What follows belongs to an exercise in optimizing a design on an open flow for small area, a short achievable clock period and few clock cycles per item; a production flow would make more cautious choices.
Function was checked by simulation only, so behaviour that the tests miss may differ from the original.

`flow/config.mk`:
```
export PLATFORM = sky130hd
export DESIGN_NAME = led_pattern_generator_unit
export DESIGN_NICKNAME = led_pattern_generator_unit
export VERILOG_FILES = /design/flow/design.v
export SDC_FILE = /design/flow/constraint.sdc
export NUM_CORES = 4
export LEC_CHECK = 0
export ABC_AREA = 1
export CAP_MARGIN = 20
export CORE_MARGIN = 2
export CORE_UTILIZATION = 55
export SETUP_SLACK_MARGIN = 5
export SLEW_MARGIN = 20
```
`flow/constraint.sdc`:
```
create_clock -name core_clock -period 9.0 [get_ports {clk}]
set_input_delay 1.8000 -clock core_clock [delete_from_list [all_inputs] [get_ports {clk}]]
set_output_delay 1.8000 -clock core_clock [all_outputs]
set_load 0.01 [all_outputs]
```
`flow/design.v`:
```
package lpg_pkg;
    localparam logic [2:0] MODE_OFF     = 3'd0;
    localparam logic [2:0] MODE_ON      = 3'd1;
    localparam logic [2:0] MODE_SLOW    = 3'd2;
    localparam logic [2:0] MODE_FAST    = 3'd3;
    localparam logic [2:0] MODE_BREATHE = 3'd4;
    localparam logic [2:0] CFG_MODE      = 3'd0;
    localparam logic [2:0] CFG_SLOW_ON   = 3'd1;
    localparam logic [2:0] CFG_SLOW_OFF  = 3'd2;
    localparam logic [2:0] CFG_FAST_HALF = 3'd3;
    localparam logic [2:0] CFG_INHALE    = 3'd4;
    localparam logic [2:0] CFG_EXHALE    = 3'd5;
    localparam logic [2:0] CFG_PAUSE     = 3'd6;
    localparam logic [15:0] RST_SLOW_ON   = 16'd50;
    localparam logic [15:0] RST_SLOW_OFF  = 16'd2000;
    localparam logic [15:0] RST_FAST_HALF = 16'd100;
    localparam logic [15:0] RST_INHALE    = 16'd2000;
    localparam logic [15:0] RST_EXHALE    = 16'd2500;
    localparam logic [15:0] RST_PAUSE     = 16'd1200;
    localparam logic [1:0] K_ZERO = 2'd0;   
    localparam logic [1:0] K_FULL = 2'd1;   
    localparam logic [1:0] K_KEEP = 2'd2;   
    localparam logic [1:0] K_DIV  = 2'd3;   
endpackage
module lpg_div_step (
    input  logic [16:0] rem_in,
    input  logic [15:0] den,
    input  logic        next_bit,
    output logic        q,
    output logic [16:0] rem_out
);
    logic [17:0] diff;
    logic [15:0] kept;
    assign diff    = {1'b0, rem_in} - {2'b0, den};
    assign q       = !diff[17];
    assign kept    = q ? diff[15:0] : rem_in[15:0];
    assign rem_out = {kept, next_bit};
endmodule
module lpg_csa #(
    parameter int W = 8
) (
    input  logic [W-1:0] a,
    input  logic [W-1:0] b,
    input  logic [W-1:0] c,
    input  logic         cin,
    output logic [W-1:0] s,
    output logic [W-1:0] k
);
    logic [W-1:0] maj;
    assign s   = a ^ b ^ c;
    assign maj = (a & b) | (a & c) | (b & c);
    assign k   = {maj[W-2:0], cin};
endmodule
import lpg_pkg::*;
module led_pattern_generator_unit (
    input  logic        clk,
    input  logic        rst_n,
    input  logic        cfg_we,
    input  logic [2:0]  cfg_index,
    input  logic [15:0] cfg_data,
    input  logic        in_valid,
    output logic        in_ready,
    input  logic [31:0] now_ms,
    output logic        out_valid,
    input  logic        out_ready,
    output logic [9:0]  pwm_level,
    output logic [6:0]  brightness_pct
);
    localparam logic [7:0] DIV_CUT = 8'b0111_1111;
    logic [2:0]  mode_reg;
    logic [15:0] slow_on_reg;
    logic [15:0] slow_off_reg;
    logic [15:0] fast_half_reg;
    logic [15:0] inhale_reg;
    logic [15:0] exhale_reg;
    logic [15:0] pause_reg;
    logic        mode_clear;
    logic        is_slow;        
    logic        is_fast;
    logic        is_breathe;
    always_ff @(posedge clk or negedge rst_n)
    begin
        if (!rst_n) begin
            mode_reg      <= MODE_OFF;
            slow_on_reg   <= RST_SLOW_ON;
            slow_off_reg  <= RST_SLOW_OFF;
            fast_half_reg <= RST_FAST_HALF;
            inhale_reg    <= RST_INHALE;
            exhale_reg    <= RST_EXHALE;
            pause_reg     <= RST_PAUSE;
        end else if (cfg_we) begin
            case (cfg_index)
                CFG_MODE:      mode_reg      <= cfg_data[2:0];
                CFG_SLOW_ON:   slow_on_reg   <= cfg_data;
                CFG_SLOW_OFF:  slow_off_reg  <= cfg_data;
                CFG_FAST_HALF: fast_half_reg <= cfg_data;
                CFG_INHALE:    inhale_reg    <= cfg_data;
                CFG_EXHALE:    exhale_reg    <= cfg_data;
                CFG_PAUSE:     pause_reg     <= cfg_data;
                default:       ;
            endcase
        end
    end
    always_ff @(posedge clk or negedge rst_n)
    begin
        if (!rst_n) begin
            is_slow    <= 1'b0;
            is_fast    <= 1'b0;
            is_breathe <= 1'b0;
        end else if (cfg_we && (cfg_index == CFG_MODE)) begin
            is_slow    <= (cfg_data[2:0] == MODE_SLOW);
            is_fast    <= (cfg_data[2:0] == MODE_FAST);
            is_breathe <= (cfg_data[2:0] == MODE_BREATHE);
        end
    end
    assign mode_clear = cfg_we && (cfg_index == CFG_MODE) && (cfg_data[2:0] != mode_reg);
    logic [17:0] cycle_reg;       
    logic [15:0] exh_m1_reg;      
    always_ff @(posedge clk)
    begin
        cycle_reg  <= 18'(inhale_reg) + 18'(exhale_reg) + 18'(pause_reg);
        exh_m1_reg <= exhale_reg - 16'd1;
    end
    logic adv;         
    logic skid_v;
    assign adv      = !skid_v;
    assign in_ready = !skid_v;
    logic [31:0] t0;
    logic        v0;
    always_ff @(posedge clk)
    begin
        if (adv) t0 <= now_ms;
    end
    always_ff @(posedge clk or negedge rst_n)
    begin
        if (!rst_n)   v0 <= 1'b0;
        else if (adv) v0 <= in_valid;
    end
    logic [31:0] last_change_reg;    
    logic        lit_reg;            
    logic [17:0] thr;                
    logic        thr_eq;             
    logic [18:0] e_lo;               
    logic [13:0] t0_hi_m1;           
    logic        e_hi_zero;          
    logic [19:0] c_lo;               
    logic [19:0] c_sum;              
    logic [19:0] c_cry;
    logic        cmp;                
    logic        touch;
    logic [1:0]  kind1;
    assign thr_eq = is_fast;
    assign thr    = is_slow ? (lit_reg ? 18'(slow_on_reg) : 18'(slow_off_reg)) :
                    is_fast ? 18'(fast_half_reg) : cycle_reg;
    assign e_lo      = {1'b0, t0[17:0]} - {1'b0, last_change_reg[17:0]};
    assign t0_hi_m1  = t0[31:18] - 14'd1;
    assign e_hi_zero = e_lo[18] ? (t0_hi_m1 == last_change_reg[31:18])
                                : (t0[31:18] == last_change_reg[31:18]);
    lpg_csa #(.W(20)) u_csa_c (
        .a   ({2'b00, t0[17:0]}),
        .b   ({2'b00, ~last_change_reg[17:0]}),
        .c   ({2'b11, ~thr}),
        .cin (thr_eq),
        .s   (c_sum),
        .k   (c_cry)
    );
    assign c_lo      = c_sum - ~c_cry;
    assign cmp       = !e_hi_zero || (e_lo[18] ? (c_lo[19:18] == 2'b00) : (c_lo[19:18] == 2'b01));
    always_comb
    begin
        touch = 1'b0;
        kind1 = K_KEEP;
        case (mode_reg)
            MODE_OFF: kind1 = K_ZERO;
            MODE_ON:  kind1 = K_FULL;
            MODE_SLOW, MODE_FAST: begin
                kind1 = (lit_reg ^ cmp) ? K_FULL : K_ZERO;
            end
            MODE_BREATHE: begin
                kind1 = K_DIV;
            end
            default: ;
        endcase
        touch = (is_slow || is_fast || is_breathe) && cmp;
    end
    always_ff @(posedge clk or negedge rst_n)
    begin
        if (!rst_n) begin
            last_change_reg <= '0;
        end else if (adv && v0 && touch) begin
            last_change_reg <= t0;
        end
    end
    always_ff @(posedge clk or negedge rst_n)
    begin
        if (!rst_n) begin
            lit_reg <= 1'b0;
        end else if (mode_clear) begin
            lit_reg <= 1'b0;
        end else if (adv && v0 && (is_slow || is_fast)) begin
            lit_reg <= lit_reg ^ touch;
        end
    end
    logic [19:0] p_lo;
    logic [19:0] p_sum;
    logic [19:0] p_cry;
    logic        below_inh;          
    logic [15:0] x1;                 
    lpg_csa #(.W(20)) u_csa_p (
        .a   ({2'b00, t0[17:0]}),
        .b   ({2'b00, ~last_change_reg[17:0]}),
        .c   ({4'hF, ~inhale_reg}),
        .cin (1'b1),
        .s   (p_sum),
        .k   (p_cry)
    );
    assign p_lo      = p_sum - ~p_cry;
    assign below_inh = e_lo[18] ? (p_lo[19:18] == 2'b11) : (p_lo[19:18] == 2'b00);
    assign x1        = below_inh ? e_lo[15:0] : p_lo[15:0];
    logic [15:0] x1_reg;
    logic        below_inh1;
    logic        big1;               
    logic        restart1;
    logic [1:0]  kind1_reg;
    logic        v1;
    always_ff @(posedge clk)
    begin
        if (adv) begin
            x1_reg     <= x1;
            below_inh1 <= below_inh;
            big1       <= (p_lo[17:16] != 2'b00);
            restart1   <= cmp;
            kind1_reg  <= kind1;
        end
    end
    always_ff @(posedge clk or negedge rst_n)
    begin
        if (!rst_n)   v1 <= 1'b0;
        else if (adv) v1 <= v0;
    end
    logic        below_ramps;
    logic [15:0] d2;
    logic [23:0] n_sum1;
    logic [23:0] n_cry1;
    logic [23:0] n_sum2;
    logic [23:0] n_cry2;
    logic [23:0] num2;
    logic [1:0]  kind2;
    assign below_ramps = below_inh1 || (!big1 && (x1_reg < exhale_reg));
    assign d2          = below_inh1 ? inhale_reg : exh_m1_reg;
    lpg_csa #(.W(24)) u_csa_n1 (
        .a   (24'(x1_reg) << 7),
        .b   (24'(x1_reg) << 6),
        .c   (24'(x1_reg) << 3),
        .cin (1'b0),
        .s   (n_sum1),
        .k   (n_cry1)
    );
    lpg_csa #(.W(24)) u_csa_n2 (
        .a   (n_sum1),
        .b   (n_cry1),
        .c   (24'(d2)),
        .cin (1'b0),
        .s   (n_sum2),
        .k   (n_cry2)
    );
    assign num2        = n_sum2 + n_cry2;
    always_comb
    begin
        kind2 = kind1_reg;
        if (kind1_reg == K_DIV) begin
            if (restart1) begin
                if (inhale_reg != 16'd0)      kind2 = K_ZERO;
                else if (exhale_reg != 16'd0) kind2 = K_FULL;
                else                          kind2 = K_KEEP;
            end else if (!below_ramps) begin
                kind2 = K_KEEP;
            end
        end
    end
    logic [16:0] rem_a  [8];
    logic [23:0] num_a  [8];
    logic [6:0]  quo_a  [8];
    logic        sel_a  [8];
    logic [1:0]  kind_a [8];
    logic        v_a    [8];
    logic [16:0] rem_b  [8];
    logic [23:0] num_b  [8];
    logic [6:0]  quo_b  [8];
    logic        sel_b  [8];
    logic [1:0]  kind_b [8];
    logic        v_b    [8];
    assign rem_a[0]  = '0;
    assign num_a[0]  = num2;
    assign quo_a[0]  = '0;
    assign sel_a[0]  = below_inh1;
    assign kind_a[0] = kind2;
    assign v_a[0]    = v1 && is_breathe;
    for (genvar j = 0; j < 8; j++) begin : g_bnd
        if (DIV_CUT[j]) begin : g_reg
            always_ff @(posedge clk)
            begin
                if (adv) begin
                    if (j != 0) rem_b[j] <= rem_a[j];
                    num_b[j]  <= num_a[j];
                    quo_b[j]  <= quo_a[j];
                    sel_b[j]  <= sel_a[j];
                    kind_b[j] <= kind_a[j];
                end
            end
            if (j == 0) begin : g_r0
                assign rem_b[j] = num_b[j][23:7];
            end
            always_ff @(posedge clk or negedge rst_n)
            begin
                if (!rst_n)   v_b[j] <= 1'b0;
                else if (adv) v_b[j] <= v_a[j];
            end
        end else begin : g_wire
            assign rem_b[j]  = (j == 0) ? num_a[j][23:7] : rem_a[j];
            assign num_b[j]  = num_a[j];
            assign quo_b[j]  = quo_a[j];
            assign sel_b[j]  = sel_a[j];
            assign kind_b[j] = kind_a[j];
            assign v_b[j]    = v_a[j];
        end
    end
    for (genvar j = 0; j < 7; j++) begin : g_step
        logic [15:0] den;
        logic        qbit;
        assign den = sel_b[j] ? inhale_reg : exhale_reg;
        lpg_div_step u_step (
            .rem_in   (rem_b[j]),
            .den      (den),
            .next_bit ((j < 6) ? num_b[j][6 - j] : 1'b0),
            .q        (qbit),
            .rem_out  (rem_a[j + 1])
        );
        always_comb
        begin
            quo_a[j + 1]         = quo_b[j];
            quo_a[j + 1][6 - j]  = qbit;
        end
        assign num_a[j + 1]  = num_b[j];
        assign sel_a[j + 1]  = sel_b[j];
        assign kind_a[j + 1] = kind_b[j];
        assign v_a[j + 1]    = v_b[j];
    end
    logic [6:0]  quo_f;
    logic        sel_f;
    logic [1:0]  kind_f;
    logic        v7;
    always_ff @(posedge clk)
    begin
        if (adv) begin
            quo_f  <= quo_a[7];
            sel_f  <= sel_a[7];
            kind_f <= is_breathe ? kind_a[7] : kind1_reg;
        end
    end
    always_ff @(posedge clk or negedge rst_n)
    begin
        if (!rst_n)   v7 <= 1'b0;
        else if (adv) v7 <= is_breathe ? v_a[7] : v1;
    end
    logic [6:0]  br_sel;
    logic [6:0]  br_fin;
    logic [6:0]  br_reg;     
    always_comb
    begin
        case (kind_f)
            K_ZERO:  br_sel = 7'd0;
            K_FULL:  br_sel = 7'd100;
            K_KEEP:  br_sel = br_reg;
            default: br_sel = sel_f ? quo_f : (7'd100 - quo_f);
        endcase
        br_fin = (is_breathe && (br_sel < 7'd10)) ? 7'd10 : br_sel;
    end
    always_ff @(posedge clk or negedge rst_n)
    begin
        if (!rst_n) begin
            br_reg <= '0;
        end else if (mode_clear) begin
            br_reg <= '0;
        end else if (adv && v7) begin
            br_reg <= br_fin;
        end
    end
    logic [6:0]  out_br_next;
    logic [9:0]  pwm_lut;
    logic [9:0]  pwm_reg;
    logic [6:0]  pct_reg;
    logic        out_valid_reg;
    logic        out_free;
    assign out_free    = !out_valid_reg || out_ready;
    assign out_br_next = skid_v ? br_reg : br_fin;
    always_comb
    begin
        case (out_br_next)
            7'd0: pwm_lut = 10'd1023;
            7'd1: pwm_lut = 10'd1023;
            7'd2: pwm_lut = 10'd1023;
            7'd3: pwm_lut = 10'd1023;
            7'd4: pwm_lut = 10'd1023;
            7'd5: pwm_lut = 10'd1023;
            7'd6: pwm_lut = 10'd1023;
            7'd7: pwm_lut = 10'd1023;
            7'd8: pwm_lut = 10'd1023;
            7'd9: pwm_lut = 10'd1023;
            7'd10: pwm_lut = 10'd1022;
            7'd11: pwm_lut = 10'd1022;
            7'd12: pwm_lut = 10'd1022;
            7'd13: pwm_lut = 10'd1022;
            7'd14: pwm_lut = 10'd1022;
            7'd15: pwm_lut = 10'd1022;
            7'd16: pwm_lut = 10'd1021;
            7'd17: pwm_lut = 10'd1021;
            7'd18: pwm_lut = 10'd1021;
            7'd19: pwm_lut = 10'd1021;
            7'd20: pwm_lut = 10'd1020;
            7'd21: pwm_lut = 10'd1020;
            7'd22: pwm_lut = 10'd1020;
            7'd23: pwm_lut = 10'd1020;
            7'd24: pwm_lut = 10'd1019;
            7'd25: pwm_lut = 10'd1019;
            7'd26: pwm_lut = 10'd1018;
            7'd27: pwm_lut = 10'd1018;
            7'd28: pwm_lut = 10'd1018;
            7'd29: pwm_lut = 10'd1017;
            7'd30: pwm_lut = 10'd1016;
            7'd31: pwm_lut = 10'd1016;
            7'd32: pwm_lut = 10'd1015;
            7'd33: pwm_lut = 10'd1015;
            7'd34: pwm_lut = 10'd1014;
            7'd35: pwm_lut = 10'd1013;
            7'd36: pwm_lut = 10'd1012;
            7'd37: pwm_lut = 10'd1012;
            7'd38: pwm_lut = 10'd1011;
            7'd39: pwm_lut = 10'd1010;
            7'd40: pwm_lut = 10'd1008;
            7'd41: pwm_lut = 10'd1007;
            7'd42: pwm_lut = 10'd1006;
            7'd43: pwm_lut = 10'd1005;
            7'd44: pwm_lut = 10'd1003;
            7'd45: pwm_lut = 10'd1002;
            7'd46: pwm_lut = 10'd1000;
            7'd47: pwm_lut = 10'd999;
            7'd48: pwm_lut = 10'd997;
            7'd49: pwm_lut = 10'd995;
            7'd50: pwm_lut = 10'd992;
            7'd51: pwm_lut = 10'd990;
            7'd52: pwm_lut = 10'd988;
            7'd53: pwm_lut = 10'd985;
            7'd54: pwm_lut = 10'd982;
            7'd55: pwm_lut = 10'd979;
            7'd56: pwm_lut = 10'd976;
            7'd57: pwm_lut = 10'd973;
            7'd58: pwm_lut = 10'd969;
            7'd59: pwm_lut = 10'd965;
            7'd60: pwm_lut = 10'd960;
            7'd61: pwm_lut = 10'd956;
            7'd62: pwm_lut = 10'd951;
            7'd63: pwm_lut = 10'd946;
            7'd64: pwm_lut = 10'd940;
            7'd65: pwm_lut = 10'd934;
            7'd66: pwm_lut = 10'd927;
            7'd67: pwm_lut = 10'd921;
            7'd68: pwm_lut = 10'd913;
            7'd69: pwm_lut = 10'd905;
            7'd70: pwm_lut = 10'd896;
            7'd71: pwm_lut = 10'd887;
            7'd72: pwm_lut = 10'd877;
            7'd73: pwm_lut = 10'd867;
            7'd74: pwm_lut = 10'd856;
            7'd75: pwm_lut = 10'd843;
            7'd76: pwm_lut = 10'd830;
            7'd77: pwm_lut = 10'd817;
            7'd78: pwm_lut = 10'd802;
            7'd79: pwm_lut = 10'd786;
            7'd80: pwm_lut = 10'd768;
            7'd81: pwm_lut = 10'd750;
            7'd82: pwm_lut = 10'd730;
            7'd83: pwm_lut = 10'd709;
            7'd84: pwm_lut = 10'd687;
            7'd85: pwm_lut = 10'd662;
            7'd86: pwm_lut = 10'd636;
            7'd87: pwm_lut = 10'd609;
            7'd88: pwm_lut = 10'd579;
            7'd89: pwm_lut = 10'd547;
            7'd90: pwm_lut = 10'd512;
            7'd91: pwm_lut = 10'd476;
            7'd92: pwm_lut = 10'd436;
            7'd93: pwm_lut = 10'd394;
            7'd94: pwm_lut = 10'd349;
            7'd95: pwm_lut = 10'd300;
            7'd96: pwm_lut = 10'd248;
            7'd97: pwm_lut = 10'd193;
            7'd98: pwm_lut = 10'd133;
            7'd99: pwm_lut = 10'd69;
            7'd100: pwm_lut = 10'd0;
            default: pwm_lut = 10'd1023;
        endcase
    end
    always_ff @(posedge clk or negedge rst_n)
    begin
        if (!rst_n) begin
            out_valid_reg <= 1'b0;
            skid_v        <= 1'b0;
        end else if (skid_v) begin
            if (out_free) begin
                out_valid_reg <= 1'b1;
                skid_v        <= 1'b0;
            end
        end else if (v7) begin
            if (out_free) begin
                out_valid_reg <= 1'b1;
            end else begin
                skid_v        <= 1'b1;
            end
        end else if (out_ready) begin
            out_valid_reg <= 1'b0;
        end
    end
    always_ff @(posedge clk)
    begin
        if ((skid_v || v7) && out_free) begin
            pwm_reg <= pwm_lut;
            pct_reg <= out_br_next;
        end
    end
    assign out_valid      = out_valid_reg;
    assign pwm_level      = pwm_reg;
    assign brightness_pct = pct_reg;
endmodule
```
`flow/flow/run.sh`:
```
#!/bin/bash
set -euo pipefail
bash standard.sh SETUP_SLACK_MARGIN=5.5 finish > standard_flow.log 2>&1
```
`flow/standard.sh`:
```
#!/bin/bash
# synth_recipe.tcl (not shown) runs the flow's synth.tcl, then flattens the netlist and writes it again
# the make line also repeats each setting of config.mk as NAME=value (left out here)
make -C /OpenROAD-flow-scripts/flow DESIGN_CONFIG=/design/flow/config.mk WORK_HOME=/design/flow/orfs CLKGATE_MAP_FILE= SYNTH_SCRIPT=/design/flow/synth_recipe.tcl "${@:-finish}"
```
==> notes.md, run 1 <==
status=finished clean; Ports=75; Routed WL per cell=approximately 20 µm; Antenna diodes=0; Mapped Cells=between 3000 and 4000; Commonest cells post-synth=779 x nand2_1, 335 x o21ai_0, 296 x a21oi_1; Layout Skew=15.4 ps; RSZ-0062 raised after global routing=true; FF-to-FF path depth=20; worst setup path class=reg -> reg; Die Y=about 230 µm; post-synthesis cell type count=54; Critical Path Start=is_slow; H-tree Lvls=2; CP Data Required Time=just over 9000 ps; FF+latch count, synth=around 450; FF+latch area=12400 µm²; PortBufs=74; Final period util=a little over 40%; area of the multi-input gates=15900 µm²; top cell type's share of synthesized area=a little over a quarter; design area=approximately 34000 µm²; Reg2Reg Setup Slack=5310 ps; DRC viols=0; ys flop type=edfxtp_1; CP endpoint kind=register; maximum clock frequency=about 270 MHz; Detail Route Antenna Nets=0; WHS Path Cells=0; slew margin rel.=between 30% and 40%; Nets=around 3800; sequential-to-total area share from yosys stat=a little over two fifths; class of the worst hold path=reg -> reg; synthesized area=between 20000 and 30000 µm²; final setup vio count=0; drt via density=just under 6; 1st-iter DRT viols=2125; Slew Viols, Final=0; Worst Hold End=num_a[2][2]; clock sinks=449; ratio of cells with drive above 1 in the final layout=12.5%; Reg clk slew, reported paths=60 ps; worst-margin pin slew=roughly 970 ps; die area=~55000 µm²; Clock Tree Root=clkbuf_16; worst slack, placed=between 4000 and 5000 ps; clock buffer depth=3; Crit Reg-Reg Startpoint=is_slow; most common cell in the netlist=nand2_1; Mapped Avg Cell Area=roughly 8.9 µm²; crit-path max FO=8; Final min period=between 3000 and 4000 ps; Rows=between 80 and 90; top post-synthesis cells by area=edfxtp_1 27%, dfrtp_1 11%, ha_1 10%; DR pass1 iterations=7; max FFs per register=102; synthesized net count=between 3000 and 4000; Worst R2R End=kind1_reg[0]; clk latency of the worst-skew pair=~600 ps; asr flop ratio synth=about a third; largest net degree at the start of global routing=between 150 and 200; vias in the first global route=22800; Hold Path Origin=num_b[0][2]; GRT Total Usage=between 30% and 40%; Fin Setup TNS=0 ps; Startpoint Class=register; total congestion overflow=0; fillers=4305; Hold Vio Cnt, Final=0; final WL=roughly 85 mm; first-pass GRT wire length=130 mm; top cell type by total area after synthesis=edfxtp_1; DP Area=between 30000 and 40000 µm²; Core Footprint=52300 µm²; RD Place Congestion=between 0.8 and 0.9; warnings from Yosys=37; CTS tree=built; Max-Cap Viols=0; CTS Buf Count=50; P&R area growth vs syn=17.4%; antenna violations before repair=0; EDFF count, synth=262; total number of vias=approximately 24000; Die Wd=234 µm; initial core utilization=a little under three fifths; DP Wirelength=56.1 mm; Worst Path Arrival=4040 ps; worst setup margin=~5300 ps
[kinds of logic after synthesis]
logic type	count (synthesis)	share of synthesized area, %
flops	449	42.8
buf+inv	381	5.19
xor+xnor	160	4.88
compound gates	747	14.0
fa+ha+maj	323	16.0
mux	2	0.0690
simple gates	1210	17.1
[cells in the final DEF, fill, tap and decap left out, types with 17 or more instances in the layout]
cell type        instances
a21oi_1                274
a21oi_2                 20
buf_4                   99
clkbuf_16               57
clkdlybuf4s50_1         72
dfrtp_1                113
dfstp_2                 26
dfxtp_1                 33
edfxtp_1               262
fa_1                    79
ha_1                   226
inv_1                  248
nand2_1                751
nand2_4                 17
nand3_1                123
nand3b_1                25
nor2_1                 196
nor3_1                  19
o21ai_0                295
o21ai_1                 38
o21ai_2                 18
xnor2_1                 66
xor2_1                  91
[layer usage]
metal  vias to the layer above  global-route usage [%]  routed length [µm]
met2                       771                    50.8               39800
li1                      11500                       -                   -
met5                         -                       0                   0
met1                     11600                    43.5               36900
met3                       162                    3.52                5240
met4                         0                    9.79                2780
[worst max-delay path, stage by stage, from the launching register on]
cell and delay, ps:
dfrtp_2 410, clkinvlp_4 180, buf_12 180, a32o_2 290
fa_1 510, ha_4 310, nand2_4 50, nor2_4 110
and3_4 190, nand4_1 130, nand3_1 140, nand2_1 60
nand3_1 70, nand2_1 60, inv_1 60, nand3_2 90
nor2_4 140, buf_4 130, nand3_2 120, nand3_2 130
nand3_2 60
[stage by stage]
stage,util (%),hold WS [ps],instances
final,65.1,406,4154
after global routing,65.1,407,4154
after floorplan,-,400,3272
after CTS,63.2,412,4102
after global placement,57.8,403,3942
after detailed placement,57.8,405,3942
[how the worst max path moves through the flow]
stage                                      to  depth (start not counted)  slack (ps)
after floorplan           last_change_reg[10]                         23        5510
after global placement    last_change_reg[28]                         20        4170
after detailed placement  last_change_reg[22]                         20        4150
after CTS                 last_change_reg[11]                         21        5340
after global routing      last_change_reg[15]                         21        5170
final                            kind1_reg[0]                         20        5310
[repair_timing]
action | CTS | global route
pin swaps | 19 | 35
hold endpoints to repair | 0 | 0
hold buffers | 0 | 0
buffers inserted | 51 | 50
cloned | 15 | 1
resized for setup | 141 | 169
endpoints found under the setup margin | 178 | 171
[cell type report]
class,instances,area share [%]
clock buffers,77,4.73
clock inverters,17,0.411
inverters,274,3.50
multi-input cells,2449,46.8
flip-flops and latches,449,36.6
well taps,688,2.53
repair buffers,192,5.27
repair inverters,8,0.184
Testbench counts, summed over its fixed seeds: cycles 8,930, items 8,000.
==> run 2, diff against run 1 <==
--- a/flow/config.mk
+++ b/flow/config.mk
@@ -9,5 +9,8 @@
 export CAP_MARGIN = 20
 export CORE_MARGIN = 2
 export CORE_UTILIZATION = 55
+export CTS_CLUSTER_DIAMETER = 100
+export CTS_CLUSTER_SIZE = 25
 export SETUP_SLACK_MARGIN = 5
 export SLEW_MARGIN = 20
+export TNS_END_PERCENT = 10
==> run 2 against run 1 <==
  * Setup slack worse by 50 ps
  * Sequential share of layout area is 2.1 points higher
  * Utilization is 3.7 points lower
  * Global-route usage is 0.91 points lower
  * Flip-flop and latch count stayed put
  * Synthesized area stayed put
  * Cell area is 5.6% lower
  * Clock skew is 5.4 ps higher
  * Clock-buffer cell count is 40 lower
  * Critical endpoint unchanged
  * Largest cell class unchanged
  * Highest routed layer unchanged
==> notes.md, run 2 <==
final setup vio count=0; Die Wd=around 230 µm; P&R area growth vs syn=10.8%; grt met1 use=42.2%; RD Place Congestion=0.898; Die Y=roughly 230 µm; grt met2 use=between 40 and 50%; warnings from Yosys=37; GR peak layer=met2; final WL=82.0 mm; maximum clock frequency=approximately 270 MHz; Core Footprint=roughly 52000 µm²; Nets=about 3700; 1st-iter DRT viols=~2100; Ports=75; Mapped Cells=between 3000 and 4000; antenna violations before repair=0; top post-synthesis cells by area=edfxtp_1 27%, dfrtp_1 11%, ha_1 10%; status=finished clean; vias in the first global route=approximately 22000; CTS tree=built; post-synthesis cell type count=between 50 and 60; clk latency of the worst-skew pair=between 500 and 600 ps; Max-Cap Viols=0; ys flop type=edfxtp_1; FF+latch count, synth=roughly 450; Antenna diodes=0; Startpoint Class=register; met3 Use GR=roughly 3.1%; PortBufs=74; most common library cell in the layout ignoring fill and taps=nand2_1; top cell type's share of synthesized area=a little over a quarter; slew margin rel.=between 20% and 30%; Rows=between 80 and 90; DR pass1 iterations=6; worst-margin pin slew=roughly 1100 ps; Clock Tree Root=clkbuf_16; die area=between 50000 and 60000 µm²; clock sinks=between 400 and 500; crit-path max FO=10; top cell type by total area after synthesis=edfxtp_1; initial core utilization=between 50% and 60%; Mapped Avg Cell Area=~8.9 µm²; drt via density=between 5 and 6; max FFs per register=102; class of the worst hold path=reg -> reg; RSZ-0062 raised after global routing=true; post-layout util=61.4%; sequential-to-total area share from yosys stat=between 40% and 50%; Hold Vio Cnt, Final=0; Worst Path Arrival=just over 4000 ps; H-tree Lvls=1; Final period util=between 40% and 50%; Reg clk slew, reported paths=roughly 100 ps; CP endpoint kind=register; Commonest cells post-synth=779 x nand2_1, 335 x o21ai_0, 296 x a21oi_1; EDFF count, synth=roughly 260; Slew Viols, Final=0; synthesized area=around 29000 µm²; CTS Buf Count=22; worst setup margin=around 5300 ps; most frequent cells in the layout=763 x nand2_1, 321 x o21ai_0, 286 x a21oi_1; GRT Total Usage=30.2%; first-pass GRT wire length=between 100 and 150 mm; clock buffer depth=3; largest net degree at the start of global routing=164; total number of vias=roughly 24000; Routed WL per cell=between 20 and 25 µm; Fin Setup TNS=0 ps; Final min period=between 3000 and 4000 ps; CP Data Required Time=around 9300 ps; worst setup path class=reg -> reg; DRC viols=0; Detail Route Antenna Nets=0; DP Wirelength=56.1 mm; asr flop ratio synth=34.3%; Layout Skew=about 21 ps; synthesized net count=around 3700; fillers=4529; total congestion overflow=0; ratio of cells with drive above 1 in the final layout=7.66%; worst slack, placed=4150 ps; most common cell in the netlist=nand2_1
run 2: cell counts after synthesis:
No cell type changed its count.
run 2: through the flow:
| stage | cells | hold WS [ps] | instance area (µm²) |
|---|---|---|---|
| finish | 4057 | 427 | 32100 |
| global route | 4057 | 426 | 32100 |
| CTS | 4024 | 427 | 31700 |
| detailed placement | 3942 | 405 | 30300 |
| global placement | 3942 | 403 | 30300 |
| floorplan | 3272 | 400 | 29000 |
run 2: worst paths after layout:
path	startpoint	cells past startpoint	to	slack [ps]
max in group asynchronous	rst_n	2	lit_reg	6460
worst min register to register	num_b[0][2]	0	num_a[2][2]	430
worst max-delay path	is_fast	20	kind1_reg[0]	5260
worst min-delay path	num_b[0][2]	0	num_a[2][2]	430
worst max register to register	is_fast	20	kind1_reg[0]	5260
min in group asynchronous	rst_n	1	out_valid_reg	1240
run 2: cell type report:
type	count	area, µm²	share of cell area [%]
inverters	274	1140	3.56
flip-flops and latches	449	12400	38.7
repair buffers	151	1460	4.53
multi-input cells	2449	15500	48.2
repair inverters	6	48.8	0.152
well taps	688	861	2.68
clock inverters	3	40.0	0.125
clock buffers	37	672	2.09
run 2: worst max-delay path, stage by stage (launching register included):
cell and delay, ps:
dfrtp_4 580, clkinv_8 110, nand2_1 60, a32o_2 310
fa_1 510, ha_4 300, nand2_2 60, nor2_2 130
and3_4 210, nand4_1 140, nand3_1 150, nand2_1 60
nand3_1 60, nand2_1 60, inv_1 60, nand3_2 90
nor2_4 170, buf_4 150, nand3_4 80, nand3_1 110
nand3_1 90
run 2: cell families after synthesis:
logic type | count (synthesis) | synth area share [%]
buffers and inverters | 381 | 5.19
adder cells (fa/ha/maj) | 323 | 16.0
AND/OR/NAND/NOR | 1210 | 17.1
flip-flops | 449 | 42.8
AO/OA/AOI/OAI | 747 | 14.0
XOR/XNOR | 160 | 4.88
multiplexers | 2 | 0.0690
run 2: metal layers:
metal	vias to the layer above	part of all wire (%)
li1	11300	-
met1	11400	44
met2	710	47
met3	138	5.6
met4	0	3.1
met5	-	0
run 2: timing repair:
item / CTS / global route
pin swaps: 15 / 13
resized for setup: 101 / 59
hold endpoints to repair: 0 / 0
setup endpoints to repair: 178 / 180
hold buffers: 0 / 0
setup buffers: 29 / 31
gates cloned: 13 / 1
==> run 3, diff against run 2 <==
==> flow/flow/run.sh (replaced) <==
#!/bin/bash
set -euo pipefail
bash standard.sh SETUP_SLACK_MARGIN=6 finish > standard_flow.log 2>&1
==> run 3 against run 2 <==
  * Still clean on timing, DRC and antenna
  * Sequential share of layout area decreased by 1.9 points
  * Flip-flop and latch count is the same
  * Non-clock buffer count grew 90
  * Clock-buffer cell count stayed put
  * Utilization is 3.3 points higher
  * Fmax grew 2.8%
  * Wire length up 5.1%
  * Global-route usage increased by 0.26 points
  * Synthesized cell count did not move
  * Die area is the same
==> notes.md, run 3 <==
Clock Tree Root=clkbuf_16; clock buffer depth=3; synthesized net count=about 3700; Detail Route Antenna Nets=0; worst setup path class=reg -> reg; Antenna diodes=0; P&R area growth vs syn=16.8%; Worst Path Arrival=4150 ps; initial core utilization=a little under three fifths; drt via density=approximately 5.8; maximum clock frequency=275 MHz; Die Y=234 µm; CP endpoint kind=register; GRT Total Usage=between 30% and 40%; top post-synthesis cells by area=edfxtp_1 27%, dfrtp_1 11%, ha_1 10%; Fin Setup TNS=0 ps; WP depth=22; CP top delay family=simple AND/OR/NAND/NOR gates; top cell type by total area after synthesis=edfxtp_1; 1st-iter DRT viols=roughly 2300; Die Wd=234 µm; warnings from Yosys=37; DR pass1 iterations=6; clk latency of the worst-skew pair=590 ps; Mapped Avg Cell Area=8.87 µm²; Slew Viols, Final=0; synthesized area=between 20000 and 30000 µm²; class of the worst hold path=reg -> reg; worst-margin pin slew=between 1000 and 1500 ps; post-synthesis cell type count=54; ratio of cells with drive above 1 in the final layout=14.3%; EDFF count, synth=between 200 and 300; vias in the first global route=roughly 23000; H-tree Lvls=1; slew margin rel.=23.3%; top cell type's share of synthesized area=between 20 and 30%; total number of vias=24200; Routed WL per cell=about 21 µm; Mapped Cells=3272; Hold Vio Cnt, Final=0; ys flop type=edfxtp_1; Final period util=roughly two fifths; PortBufs=74; Max-Cap Viols=0; asr flop ratio synth=between 30 and 40%; WHS Path Cells=0; Final min period=between 3000 and 4000 ps; Nets=3834; Reg clk slew, reported paths=110 ps; CP cell instances=buf_12 -> buf_6 -> a21oi_2 -> a32o_2 -> fa_1 -> ha_4 -> nand2_4 -> nor2_4 -> and3_4 -> nand4_1 -> nand3_1 -> nand2_1 -> nand3_2 -> nand2_1 -> inv_1 -> nand3_2 -> nor2_4 -> nand2_4 -> buf_8 -> nand2_8 -> nor2_1 -> a21oi_1; status=finished clean; worst slack, placed=between 4000 and 5000 ps; Layout Skew=roughly 28 ps; CP Data Required Time=9510 ps; hold_buf cts=0; clock sinks=between 400 and 500; FF+latch count, synth=449; first-pass GRT wire length=roughly 130 mm; most common cell in the netlist=nand2_1; DP Wirelength=55.8 mm; RSZ-0062 raised after global routing=true; final setup vio count=0; crit-path max FO=8; Startpoint Class=register; die area=around 55000 µm²; sequential-to-total area share from yosys stat=a little over two fifths; Core Footprint=approximately 52000 µm²; Rows=between 80 and 90; Ports=75; CTS tree=built; DRC viols=0; final WL=86.2 mm; Commonest cells post-synth=779 x nand2_1, 335 x o21ai_0, 296 x a21oi_1; slowest CP cell=dfrtp_4; CTS Buf Count=22; FF-to-FF path depth=22; RD Place Congestion=around 0.91; most frequent cells in the layout=744 x nand2_1, 293 x o21ai_0, 268 x a21oi_1; worst setup margin=around 5400 ps; total congestion overflow=0; largest net degree at the start of global routing=164; most common library cell in the layout ignoring fill and taps=nand2_1; Crit path largest cell delay=roughly 500 ps; max FFs per register=102; antenna violations before repair=0; Worst Path Buf+Inv=4
## run 3: cell counts after synthesis
Identical to the previous run, type by type.
## run 3: timing repair
action	4_1_cts	5_1_grt
buffers inserted	68	86
pin swaps	20	95
gates cloned	15	10
endpoints found under the setup margin	272	295
resized for setup	161	246
## run 3: kinds of logic after synthesis
family                   synth area share (%)
AO/OA/AOI/OAI                            14.0
XOR/XNOR                                 4.88
adder cells (fa/ha/maj)                  16.0
AND/OR/NAND/NOR                          17.1
flip-flops                               42.8
buffers and inverters                    5.19
multiplexers                           0.0690
## run 3: worst paths after layout
check / slack, ps / to / from
max in group asynchronous: 6490 / inhale_reg[0] / rst_n
min reg2reg: 420 / quo_b[4][6] / quo_b[3][6]
min in group asynchronous: 1230 / skid_v / rst_n
max reg2reg: 5370 / last_change_reg[6] / lit_reg
max: 5370 / last_change_reg[6] / lit_reg
min: 420 / quo_b[4][6] / quo_b[3][6]
## run 3: metrics by stage
| step | utilization, % | std cells | hold WS (ps) | cell area (µm²) |
|---|---|---|---|---|
| after global placement | 57.8 | 3939 | 401 | 30300 |
| after floorplan | - | 3272 | 400 | 29100 |
| after CTS | 61.5 | 4062 | 421 | 32200 |
| after global routing | 64.8 | 4159 | 423 | 33900 |
| final | 64.8 | 4159 | 417 | 33900 |
| after detailed placement | 57.8 | 3939 | 405 | 30300 |
## run 3: layout make-up
class                      count  area (µm²)
clock buffer                  37         638
timing repair buffer         241        2180
inverter                     274        1200
tap                          688         861
sequential                   449       12500
timing repair inverter         8        73.8
multi-input combinational   2459       16400
clock inverter                 3        31.3
fill                        4374       18400
## run 3: metal layers
layer  part of all wire, %  up-vias  global-route usage (%)
li1                      -    11500                       -
met1                    42    11700                    42.2
met2                    47      884                    50.1
met3                   6.9      198                    3.87
met4                   4.0        0                    9.06
met5                     0        -                       0
==> run 4, diff against run 3 <==
==> flow/flow/run.sh (replaced) <==
#!/bin/bash
set -euo pipefail
bash standard.sh SETUP_SLACK_MARGIN=5.7 finish > standard_flow.log 2>&1
--- a/flow/config.mk
+++ b/flow/config.mk
@@ -11,6 +11,7 @@
 export CORE_UTILIZATION = 55
 export CTS_CLUSTER_DIAMETER = 100
 export CTS_CLUSTER_SIZE = 25
+export PLACE_DENSITY = 0.8
 export SETUP_SLACK_MARGIN = 5
 export SLEW_MARGIN = 20
 export TNS_END_PERCENT = 10
==> run 4 against run 3 <==
  * Still clean on timing, DRC and antenna
  * Critical path depth is 2 lower
  * Largest cell class unchanged
  * Via count is 1.6% lower
  * Worst hold slack better by 8.3 ps
==> notes.md, run 4 <==
clock sinks=around 450; worst setup path class=reg -> reg; DP Wirelength=between 50 and 60 mm; Slew Viols, Final=0; status=finished clean; warnings from Yosys=37; Hold Vio Cnt, Final=0; top cell type's share of synthesized area=between 20% and 30%; Clock Tree Root=clkbuf_16; 1st-iter DRT viols=approximately 2600; die area=between 50000 and 60000 µm²; most common cell in the netlist=nand2_1; drt via density=5.86; Ports=75; hold_buf cts=0; crit-path max FO=13; class of the worst hold path=reg -> reg; worst-margin pin slew=between 1000 and 1500 ps; fin cells=4067; Rows=84; Antenna diodes=0; maximum clock frequency=~280 MHz; ys flop type=edfxtp_1; Layout Skew=roughly 21 ps; vias in the first global route=roughly 22000; post-synthesis cell type count=54; CP endpoint kind=register; H-tree Lvls=1; Worst Path Arrival=just under 4000 ps; WHS=425 ps; placed cell count=just under 4000; EDFF count, synth=about 260; asr flop ratio synth=around a third; top cell type by total area after synthesis=edfxtp_1; RD Place Congestion=roughly 0.95; Routed WL per cell=18.7 µm; DRC viols=0; Die Y=~230 µm; Startpoint Class=register; total number of vias=23800; initial core utilization=~55%; first-pass GRT wire length=118 mm; Max-Cap Viols=0; Final period util=40.2%; Die Wd=roughly 230 µm; PortBufs=between 70 and 80; sequential-to-total area share from yosys stat=42.8%; clk latency of the worst-skew pair=590 ps; Mapped Avg Cell Area=~8.9 µm²; Detail Route Antenna Nets=0; max FFs per register=102; Fin Setup TNS=0 ps; clock buffer depth=3; Mapped Cells=between 3000 and 4000; Final min period=roughly 3600 ps; Nets=between 3000 and 4000; total congestion overflow=0; P&R area growth vs syn=11.2%; top post-synthesis cells by area=edfxtp_1 27%, dfrtp_1 11%, ha_1 10%; final WL=~76 mm; slew margin rel.=25.9%; synthesized net count=around 3700; synthesized area=around 29000 µm²; CTS tree=built; most common library cell in the layout ignoring fill and taps=nand2_1; FF+latch count, synth=roughly 450; most frequent cells in the layout=761 x nand2_1, 312 x o21ai_0, 286 x a21oi_1; CP Data Required Time=between 9000 and 10000 ps; Reg clk slew, reported paths=100 ps; RSZ-0062 raised after global routing=true; final setup vio count=0; GRT Total Usage=about 28%; DR pass1 iterations=8; Commonest cells post-synth=779 x nand2_1, 335 x o21ai_0, 296 x a21oi_1; ratio of cells with drive above 1 in the final layout=roughly 8.3%; antenna violations before repair=0; Core Footprint=52300 µm²; CTS Buf Count=23; largest net degree at the start of global routing=199
-- run 4: changes by cell type in the layout (fill, tap and decap cells not counted), sizes merged --
cell / change
inv: +3
buf: -82
bufinv: +1
clkinv: -3
nand2: -9
dlygate4sd2: +1
clkbuf: -3
-- run 4: path summary, 6_finish.rpt --
path / from / to / slack, ps / cells after the start
max: is_fast / kind1_reg[0] / 5380 / 20
min: quo_b[6][4] / quo_f[4] / 430 / 0
max reg2reg: is_fast / kind1_reg[0] / 5380 / 20
min reg2reg: quo_b[6][4] / quo_f[4] / 430 / 0
max in group asynchronous: rst_n / exhale_reg[3] / 6140 / 2
min in group asynchronous: rst_n / last_change_reg[22] / 1230 / 1
-- run 4: stage by stage --
stage	instance area (µm²)	setup slack [ps]	util, %
after global placement	30200	4520	57.8
after CTS	31700	5450	60.5
after global routing	32300	5200	61.6
final	32300	5380	61.6
after detailed placement	30200	4430	57.8
after floorplan	29100	5690	-
-- run 4: logic make-up after synthesis --
family	synth area share [%]
xor gates and xnor gates	4.88
and+or+nand+nor	17.1
adders and majority gates	16.0
buffers and inverters	5.19
DFF	42.8
AOI/OAI and AO/OA	14.0
muxes	0.0690
-- run 4: repair_timing --
item	CTS	global route
setup endpoints to repair	186	202
buffers inserted	36	36
cloned	9	5
resized for setup	103	91
pin swaps	6	23
-- run 4: layout make-up --
cell class,instances,area [µm²]
clock buffer,35,621
multi-input combinational,2450,15600
clock inverter,7,85.1
tap,688,861
fill,4310,20100
timing repair buffer,159,1460
sequential,449,12400
timing repair inverter,5,37.5
inverter,274,1170
-- run 4: routing by layer --
metal | global-route usage (%) | wire (µm)
met2 | 43.6 | 34800
met4 | 11.0 | 3530
met1 | 37.5 | 30500
met3 | 5.18 | 7170
met5 | 0 | 0
-- run 4: worst max-delay path, cell delays in order, from the launching register on --
cell      delay [ps]
dfrtp_4          570
clkinv_8         110
nand2_1           60
a32o_2           290
fa_1             530
ha_4             310
nand2_2           50
nor2_2           120
and3_4           200
nand4_1          140
nand3_2          130
nand2_2           50
nand3_2           50
nand2_1           50
inv_1             60
nand3_2           90
nor2_4           130
buf_6            140
nand3_4          110
nand3_2          100
nand3_2           70
==> run 5, diff against run 4 <==
--- a/flow/config.mk
+++ b/flow/config.mk
@@ -11,6 +11,7 @@
 export CORE_UTILIZATION = 55
 export CTS_CLUSTER_DIAMETER = 100
 export CTS_CLUSTER_SIZE = 25
+export GPL_ROUTABILITY_DRIVEN = 0
 export PLACE_DENSITY = 0.8
 export SETUP_SLACK_MARGIN = 5
 export SLEW_MARGIN = 20
==> run 5 against run 4 <==
  * Sequential share of layout area fell by 0.33 points
  * Global-route usage increased by 0.27 points
  * Via count up 1.8%
  * Utilization increased by 0.52 points
  * Register-to-register slack worse by 80 ps
  * Clock skew fell by 0.92 ps
  * Critical endpoint is now last_change_reg[18]
==> notes.md, run 5 <==
CP endpoint kind=register; RSZ-0062 raised after global routing=true; post-synthesis cell type count=54; Hold Vio Cnt, Final=0; antenna violations before repair=2; WHS Path Cells=0; mux cell area share after synthesis=less than 1%; Detail Route Antenna Nets=0; DP Area=around 30000 µm²; DR pass1 iterations=6; Worst Path Arrival=4200 ps; most frequent cells in the layout=760 x nand2_1, 312 x o21ai_0, 285 x a21oi_1; Die Wd=~230 µm; first-pass GRT wire length=roughly 120 mm; max FFs per register=just over 100; worst-margin pin slew=between 1000 and 1500 ps; total number of vias=roughly 24000; clk latency of the worst-skew pair=600 ps; adder-cell area share of the yosys netlist=between 15 and 20%; Rows=84; Slew Viols, Final=0; Fin Setup TNS=0 ps; final setup vio count=0; CTS Buf Count=22; crit-path max FO=16; Mapped Avg Cell Area=about 9 µm²; initial core utilization=a little under three fifths; Layout Skew=approximately 20 ps; Mapped Cells=~3300; synthesized net count=3651; most common cell in the netlist=nand2_1; Core Footprint=approximately 52000 µm²; Max-Cap Viols=0; vias in the first global route=22300; slowest CP cell=fa_1; EDFF count, synth=~260; DRC viols=0; Crit Reg-Reg Startpoint=is_slow; CP Data Required Time=9490 ps; die area=roughly 55000 µm²; post-layout util=slightly above 60%; most common library cell in the layout ignoring fill and taps=nand2_1; Die Y=between 200 and 250 µm; FF+latch count, synth=around 450; top cell type by total area after synthesis=edfxtp_1; warnings from Yosys=37; class of the worst hold path=reg -> reg; design area=between 30000 and 40000 µm²; CP cell instances=clkinvlp_4 -> buf_12 -> a32o_2 -> fa_1 -> ha_4 -> nand2_1 -> nor2_2 -> and3_4 -> nand4_1 -> nand3_1 -> nand2_1 -> nand3_1 -> nand2_1 -> inv_1 -> nand3_2 -> nor2_4 -> buf_12 -> nand2_8 -> nand2_8 -> clkbuf_16 -> o21ai_2; Worst Hold End=kind_b[3][0]; H-tree Lvls=1; Routed WL per cell=approximately 19 µm; final WL=around 79 mm; Commonest cells post-synth=779 x nand2_1, 335 x o21ai_0, 296 x a21oi_1; FF-to-FF path depth=21; drt via density=slightly below 6; largest net degree at the start of global routing=97; fillers=between 4000 and 5000; Ports=between 70 and 80; cell repeated most along the worst path=nand2_1; 1st-iter DRT viols=roughly 3100; DP Wirelength=50.9 mm; Startpoint Class=register; Nets=3760; xor/xnor share of the synthesized area=about 4.9%; Final min period=approximately 3700 ps; largest family of logic cells by synthesized area=simple AND/OR/NAND/NOR gates; GRT Total Usage=roughly 28%; Reg clk slew, reported paths=110 ps; status=finished clean; asr flop ratio synth=between 30% and 40%; PortBufs=74; maximum clock frequency=roughly 270 MHz; ys flop type=edfxtp_1; total congestion overflow=0; ratio of cells with drive above 1 in the final layout=slightly above 9%; sequential-to-total area share from yosys stat=approximately 43%; Hold Path Origin=kind_b[2][0]; Clock Tree Root=clkbuf_16; top post-synthesis cells by area=edfxtp_1 27%, dfrtp_1 11%, ha_1 10%; clock buffer depth=3; simple-gate share of the synthesized area=roughly 17%; worst setup path class=reg -> reg; P&R area growth vs syn=12.1%; CTS tree=built; synthesized area=29000 µm²; Worst R2R End=last_change_reg[18]; Final period util=between 40 and 50%; Synth Area in Compound Gates=~14%; slew margin rel.=just under 30%; Reg2Reg Setup Slack=roughly 5300 ps; top cell type's share of synthesized area=27.1%; clock sinks=approximately 450; Crit path largest cell delay=approximately 540 ps
run 5: changes by cell type in the layout (fill, tap and decap cells not counted), sizes merged:
cell / previous run / this run
nand2: 791 / 790
bufinv: 1 / 0
diode: 0 / 1
clkinvlp: 5 / 7
clkbuf: 35 / 37
clkinv: 16 / 8
buf: 86 / 104
inv: 264 / 270
run 5: worst max-delay path: cells and delay by family, from the launching register on:
kind	cells	cell delay, ps
compound gates	2	350
fa+ha+maj	2	850
buf+inv	5	660
flops	1	470
simple gates	12	1270
run 5: how the worst max path moves through the flow:
stage          cells after the start     startpoint             endpoint  slack (ps)
6_report                          21        is_slow  last_change_reg[18]        5290
5_1_grt                           23        is_slow  last_change_reg[23]        5200
4_1_cts                           20        is_slow   last_change_reg[0]        5420
3_5_place_dp                      20        lit_reg   last_change_reg[2]        4530
3_3_place_gp                      15  inhale_reg[1]            x1_reg[5]        4640
2_1_floorplan                     15  inhale_reg[4]            x1_reg[5]        5690
run 5: kinds of logic (layout without fill, tap and decap cells):
family / count (synthesis) / count (layout)
compound gates: 747 / 747
xor+xnor: 160 / 160
fa+ha+maj: 323 / 323
buf+inv: 381 / 499
flops: 449 / 449
mux: 2 / 2
other cells: 0 / 1
simple gates: 1210 / 1217
run 5: routing by layer:
layer  GRT usage (%)  vias up  part of all wire [%]
met5               0        -                 0.015
met4            12.1        2                   5.1
met3            4.02      284                   9.9
met2            44.6     1312                    46
met1            37.8    11300                    39
li1                -    11300                     -
run 5: layout make-up:
type | count | area, µm² | share of cell area [%]
multi-input cells | 2449 | 15700 | 48.2
flip-flops and latches | 449 | 12400 | 38.3
repair buffers | 178 | 1660 | 5.11
inverters | 274 | 1170 | 3.59
well taps | 688 | 861 | 2.65
clock buffers | 36 | 613 | 1.89
repair inverters | 7 | 56.3 | 0.173
clock inverters | 4 | 50.0 | 0.154
diodes | 1 | 2.50 | 0.00769
run 5: timing repair:
action | CTS | global route
hold buffers | 0 | 0
gates cloned | 8 | 7
pin swaps | 2 | 34
resized for setup | 78 | 141
buffers inserted | 33 | 57
endpoints found under the setup margin | 193 | 215
run 5: metrics by stage:
| stage | cells | hold WS, ps | setup WS, ps |
|---|---|---|---|
| detailed placement | 3938 | 405 | 4530 |
| global route | 4085 | 431 | 5200 |
| CTS | 4019 | 416 | 5420 |
| global placement | 3937 | 401 | 4640 |
| finish | 4086 | 411 | 5290 |
| floorplan | 3272 | 400 | 5690 |
==> run 6, diff against run 5 <==
--- a/flow/config.mk
+++ b/flow/config.mk
@@ -8,11 +8,9 @@
 export ABC_AREA = 1
 export CAP_MARGIN = 20
 export CORE_MARGIN = 2
-export CORE_UTILIZATION = 55
+export CORE_UTILIZATION = 70
 export CTS_CLUSTER_DIAMETER = 100
 export CTS_CLUSTER_SIZE = 25
-export GPL_ROUTABILITY_DRIVEN = 0
-export PLACE_DENSITY = 0.8
 export SETUP_SLACK_MARGIN = 5
 export SLEW_MARGIN = 20
 export TNS_END_PERCENT = 10
==> run 6 against run 5 <==
  * Cell count is 4.4% lower
  * Still clean on timing, DRC and antenna
  * Global-route usage is 8.7 points higher
==> notes.md, run 6 <==
most common library cell in the layout ignoring fill and taps=nand2_1; RD Place Congestion=~0.95; DRC viols=0; final setup vio count=0; clock buffer depth=3; Final period util=42.0%; drt via density=6.34; Rows=74; final WL=~82 mm; Die Wd=208 µm; Max-Cap Viols=0; class of the worst hold path=reg -> reg; max FFs per register=roughly 100; antenna violations before repair=1; crit-path max FO=8; Core Footprint=40800 µm²; GRT Total Usage=roughly 37%; EDFF count, synth=~260; CP endpoint kind=register; status=finished clean; warnings from Yosys=37; vias in the first global route=between 20000 and 25000; largest net degree at the start of global routing=a little over 200; top cell type by total area after synthesis=edfxtp_1; CTS Buf Count=22; most frequent cells in the layout=757 x nand2_1, 317 x o21ai_0, 280 x a21oi_1; asr flop ratio synth=34.3%; H-tree Lvls=1; worst setup path class=reg -> reg; most common cell in the netlist=nand2_1; Ports=75; DR pass1 iterations=7; FF-to-FF path depth=21; first-pass GRT wire length=125 mm; top post-synthesis cells by area=edfxtp_1 27%, dfrtp_1 11%, ha_1 10%; DP Wirelength=~55 mm; total congestion overflow=0; Hold Vio Cnt, Final=0; WHS Path Cells=0; synthesized area=about 29000 µm²; CTS tree=built; Antenna diodes=0; Startpoint Class=register; WP depth=21; Slew Viols, Final=0; Mapped Cells=between 3000 and 4000; clock sinks=about 450; Worst Path Arrival=around 4300 ps; Die Y=roughly 210 µm; Worst Path Buf+Inv=4; post-synthesis cell type count=54; die area=between 40000 and 50000 µm²; Routed WL per cell=~21 µm; worst-margin pin slew=about 1200 ps; ys flop type=edfxtp_1; Layout Skew=25.6 ps; slowest CP cell=fa_1; worst setup margin=5220 ps; P&R area growth vs syn=10.6%; clk latency of the worst-skew pair=580 ps; sequential-to-total area share from yosys stat=a little over two fifths; CP cell instances=clkinvlp_4 -> buf_6 -> a32o_2 -> fa_1 -> ha_4 -> nand2_2 -> nor2_2 -> and3_4 -> nand4_1 -> nand3_2 -> nand2_1 -> nand3_1 -> nand2_1 -> inv_1 -> nand3_2 -> nor2_4 -> buf_12 -> nand2_8 -> nand2_8 -> nor2_1 -> a21oi_1; Crit path largest cell delay=slightly above 500 ps; Commonest cells post-synth=779 x nand2_1, 335 x o21ai_0, 296 x a21oi_1; CP top delay family=simple AND/OR/NAND/NOR gates; FF+latch count, synth=around 450; worst slack, placed=between 4000 and 5000 ps; ratio of cells with drive above 1 in the final layout=8.48%; Reg clk slew, reported paths=100 ps; PortBufs=74; RSZ-0062 raised after global routing=true; CP Data Required Time=around 9500 ps; total number of vias=about 25000; 1st-iter DRT viols=between 3000 and 4000; Fin Setup TNS=0 ps; Nets=around 3700; Mapped Avg Cell Area=8.87 µm²; Detail Route Antenna Nets=0; Final min period=~3800 ps; maximum clock frequency=around 260 MHz; Clock Tree Root=clkbuf_16; slew margin rel.=roughly 22%; initial core utilization=a little under three quarters; synthesized net count=around 3700; top cell type's share of synthesized area=between 20% and 30%
run 6: layer usage:
metal	vias to the layer above	routed length, µm	global-route usage [%]
li1	11300	-	-
met1	11800	31300	50.1
met2	1418	38700	59.2
met3	291	8150	4.10
met4	0	4030	16.7
met5	-	0	0
run 6: final timing paths:
kind                              start  slack (ps)                   to
max reg2reg                     is_slow        5220  last_change_reg[15]
min in group asynchronous         rst_n        1250        out_valid_reg
min                        kind_b[5][0]         420         kind_b[6][0]
max in group asynchronous         rst_n        6130        exhale_reg[3]
max                             is_slow        5220  last_change_reg[15]
min reg2reg                kind_b[5][0]         420         kind_b[6][0]
run 6: cell families (layout without fill, tap and decap cells):
family | after synthesis | in the layout | share of synthesized area [%]
AND/OR/NAND/NOR | 1210 | 1219 | 17.1
buffers and inverters | 381 | 474 | 5.19
flip-flops | 449 | 449 | 42.8
adder cells (fa/ha/maj) | 323 | 323 | 16.0
multiplexers | 2 | 2 | 0.0690
XOR/XNOR | 160 | 160 | 4.88
AO/OA/AOI/OAI | 747 | 747 | 14.0
run 6: area by class of cell:
class | instances | area (µm²)
fillers | 2649 | 8730
multi-input cells | 2451 | 15700
inverters | 274 | 1170
repair inverters | 3 | 23.8
well taps | 532 | 666
clock buffers | 38 | 653
clock inverters | 2 | 25.0
repair buffers | 157 | 1450
flip-flops and latches | 449 | 12400
run 6: stage by stage:
step	util [%]	std cells	hold WS [ps]	area (µm²)
5_1_grt	78.6	3906	434	32100
4_1_cts	76.7	3864	426	31300
3_3_place_gp	73.6	3782	401	30000
3_5_place_dp	73.6	3782	405	30000
2_1_floorplan	-	3272	400	29100
6_report	78.6	3906	423	32100
run 6: worst register-to-register path: cells and delay by family (launching register included):
| family | cells | cell delay, ps |
|---|---|---|
| simple gates | 13 | 1370 |
| fa+ha+maj | 2 | 820 |
| buf+inv | 4 | 640 |
| flops | 1 | 450 |
| compound gates | 2 | 410 |
run 6: timing repair:
item,4_1_cts,5_1_grt
gates cloned,6,6
hold buffers,0,0
endpoints found under the setup margin,189,191
resized for setup,96,104
pin swaps,7,16
buffers inserted,36,34
==> run 7, diff against run 6 <==
==> flow/run.sh (new file) <==
#!/bin/bash
# synth_recipe.tcl (not shown) runs the flow's synth.tcl, then flattens the netlist and writes it again
# the make line also repeats each setting of config.mk as NAME=value (left out here)
make -C /OpenROAD-flow-scripts/flow DESIGN_CONFIG=/design/flow/config.mk WORK_HOME=/design/flow/orfs CLKGATE_MAP_FILE= SYNTH_SCRIPT=/design/flow/synth_recipe.tcl finish
--- a/flow/config.mk
+++ b/flow/config.mk
@@ -8,9 +8,6 @@
 export ABC_AREA = 1
 export CAP_MARGIN = 20
 export CORE_MARGIN = 2
-export CORE_UTILIZATION = 70
-export CTS_CLUSTER_DIAMETER = 100
-export CTS_CLUSTER_SIZE = 25
+export CORE_UTILIZATION = 55
 export SETUP_SLACK_MARGIN = 5
 export SLEW_MARGIN = 20
-export TNS_END_PERCENT = 10
removed: flow/flow/run.sh
removed: flow/standard.sh
==> run 7 against run 6 <==
  * Now fails the layout checks on capacitance limit, slew limit
  * Worst hold slack worse by 8.9 ps
  * First-iteration DRC count decreased by 22%
  * Synthesized area is the same
  * Wire length down 1.6%
  * Setup slack got worse by 130 ps
  * Non-clock buffer count down 49
  * Sequential share of layout area fell by 0.62 points
  * Critical path type is now reg -> out
  * Critical endpoint is now in_ready
  * Largest cell class unchanged
==> notes.md, run 7 <==
post-synthesis cell type count=54; synthesized area=about 29000 µm²; vias in the first global route=approximately 22000; grt met1 use=about 41%; Max-Cap Viols=1; P&R area growth vs syn=12.3%; antenna violations before repair=1; clock sinks=approximately 450; total number of vias=roughly 23000; Antenna diodes=0; max FFs per register=102; Rows=84; most common cell in the netlist=nand2_1; CP endpoint kind=output pin; ratio of cells with drive above 1 in the final layout=under 10%; GR peak layer=met2; initial core utilization=a little under three fifths; Commonest cells post-synth=779 x nand2_1, 335 x o21ai_0, 296 x a21oi_1; largest net degree at the start of global routing=just under 90; Routed WL per cell=19.9 µm; top cell type's share of synthesized area=between 20% and 30%; crit-path max FO=27; design area=roughly 33000 µm²; drt via density=around 5.7; Clock Tree Root=clkbuf_16; Reg clk slew, reported paths=60 ps; WHS=414 ps; Layout Skew=around 22 ps; sequential-to-total area share from yosys stat=42.8%; DR pass1 iterations=7; Final min period=between 3000 and 4000 ps; synthesized net count=approximately 3700; DP Wirelength=between 50 and 60 mm; top post-synthesis cells by area=edfxtp_1 27%, dfrtp_1 11%, ha_1 10%; ys flop type=edfxtp_1; CTS tree=built; FF+latch count, synth=449; Final period util=a little over two fifths; worst-margin pin slew=2180 ps; met3 Use GR=between 4 and 5%; clock buffer depth=3; EDFF count, synth=about 260; Startpoint Class=register; CP Data Required Time=approximately 7000 ps; Ports=75; clk latency of the worst-skew pair=about 600 ps; most frequent cells in the layout=770 x nand2_1, 333 x o21ai_0, 295 x a21oi_1; most common library cell in the layout ignoring fill and taps=nand2_1; GRT Total Usage=between 20% and 30%; Core Footprint=about 52000 µm²; final setup vio count=0; Fin Setup TNS=0 ps; 1st-iter DRT viols=around 2400; warnings from Yosys=37; Mapped Avg Cell Area=~9 µm²; Nets=between 3000 and 4000; worst setup margin=slightly above 5000 ps; DP Area=between 30000 and 40000 µm²; final WL=~81 mm; RSZ-0062 raised after global routing=false; H-tree Lvls=2; worst slack, placed=slightly above 4000 ps; worst setup path class=reg -> out; Detail Route Antenna Nets=0; violated checks=capacitance limit, slew limit; total congestion overflow=0; CTS Buf Count=a little over 50; Worst Path Arrival=between 2000 and 2500 ps; grt met2 use=between 40% and 50%; Mapped Cells=roughly 3300; Slew Viols, Final=15; RD Place Congestion=approximately 0.92; asr flop ratio synth=34.3%; status=complete, but fails checks; DRC viols=0; maximum clock frequency=between 200 and 300 MHz; top cell type by total area after synthesis=edfxtp_1; first-pass GRT wire length=~120 mm; Die Y=234 µm; die area=~55000 µm²; Hold Vio Cnt, Final=0; class of the worst hold path=reg -> reg; PortBufs=74; Die Wd=234 µm; slew margin rel.=-45.2%
run 7: cell counts after synthesis:
Identical to the previous run, type by type.
run 7: worst max-delay path, stage by stage (launching register included):
cell and delay, ps:
dfrtp_2 810, inv_16 150, clkdlybuf4s50_1 530
run 7: cell families after synthesis:
logic type,after synthesis,synth area share (%)
multiplexers,2,0.0690
flip-flops,449,42.8
adder cells (fa/ha/maj),323,16.0
XOR/XNOR,160,4.88
buffers and inverters,381,5.19
AO/OA/AOI/OAI,747,14.0
AND/OR/NAND/NOR,1210,17.1
run 7: per-layer routing:
metal	vias to the layer above	share of wire, %	routed length [µm]
li1	11300	-	-
met1	11200	44	35900
met2	733	46	37600
met3	143	6.2	5020
met4	0	2.9	2360
met5	-	0	0
run 7: final cells by class:
type / instances / area [µm²]
sequential: 449 / 12400
inverter: 274 / 1100
multi-input combinational: 2449 / 15300
clock inverter: 23 / 277
tap: 688 / 861
fill: 4517 / 19800
clock buffer: 72 / 1570
timing repair buffer: 108 / 1050
timing repair inverter: 4 / 32.5
run 7: final timing paths:
| check | startpoint | endpoint | slack [ps] | cells after the start |
|---|---|---|---|---|
| max | skid_v | in_ready | 5100 | 2 |
| max in group asynchronous | rst_n | exhale_reg[4] | 6180 | 2 |
| min reg2reg | quo_b[5][5] | quo_b[6][5] | 410 | 0 |
| min in group asynchronous | rst_n | out_valid_reg | 1250 | 1 |
| min | quo_b[5][5] | quo_b[6][5] | 410 | 0 |
| max reg2reg | lit_reg | kind1_reg[0] | 5120 | 19 |
run 7: per-stage QoR:
step,util (%),std cells
after floorplan,-,3272
final,62.3,4067
after detailed placement,57.8,3939
after global routing,62.3,4067
after CTS,61.6,4040
after global placement,57.8,3939
run 7: what timing repair did:
action	CTS	global route
buffers inserted	3	19
hold buffers	0	0
resized for setup	40	42
cloned	3	8
pin swaps	0	4
setup endpoints to repair	154	154

[what the ideal ports hide]
Ports are ideal in the flow. The routed layouts listed here were re-timed in OpenROAD.
Step 1: set_driving_cell puts a clkbuf_16 on clk and a buf_2 on each other input, an assumption about the parent block.
Step 2, shift: input delay + t, output delay - t, t = (earliest + latest rising clock arrival at the registers) / 2. This alone moves slack from input paths to output paths.
Slacks: ideal / step 1 / step 2; pairs: ideal / step 1.
| run | t, ns | setup slack, ns | clock arrival spread, ns | worst register clock-pin slew, ns | worst data-port slew with drivers (ns) |
|---|---|---|---|---|---|
| run 1 | 0.667 | 5.313 / 5.313 / 5.076 | 0.018 / 0.018 | 0.06 / 0.06 | 0.05 |
| run 2 | 0.641 | 5.263 / 5.263 / 5.072 | 0.021 / 0.021 | 0.11 / 0.11 | 0.05 |
| run 3 | 0.647 | 5.366 / 5.366 / 5.089 | 0.031 / 0.031 | 0.11 / 0.11 | 0.06 |
| run 4 | 0.642 | 5.380 / 5.380 / 5.114 | 0.026 / 0.026 | 0.10 / 0.10 | 0.04 |
| run 5 | 0.653 | 5.295 / 5.295 / 5.103 | 0.021 / 0.020 | 0.11 / 0.11 | 0.05 |
| run 6 | 0.631 | 5.223 / 5.223 / 4.980 | 0.027 / 0.027 | 0.11 / 0.11 | 0.05 |
| run 7 | 0.664 | 5.095 / 5.034 / 5.061 | 0.021 / 0.022 | 0.06 / 0.06 | 0.05 |
The setup slack of run 3, which loses most, moves by 0.000 ns with the drivers and by -0.277 ns with both steps.
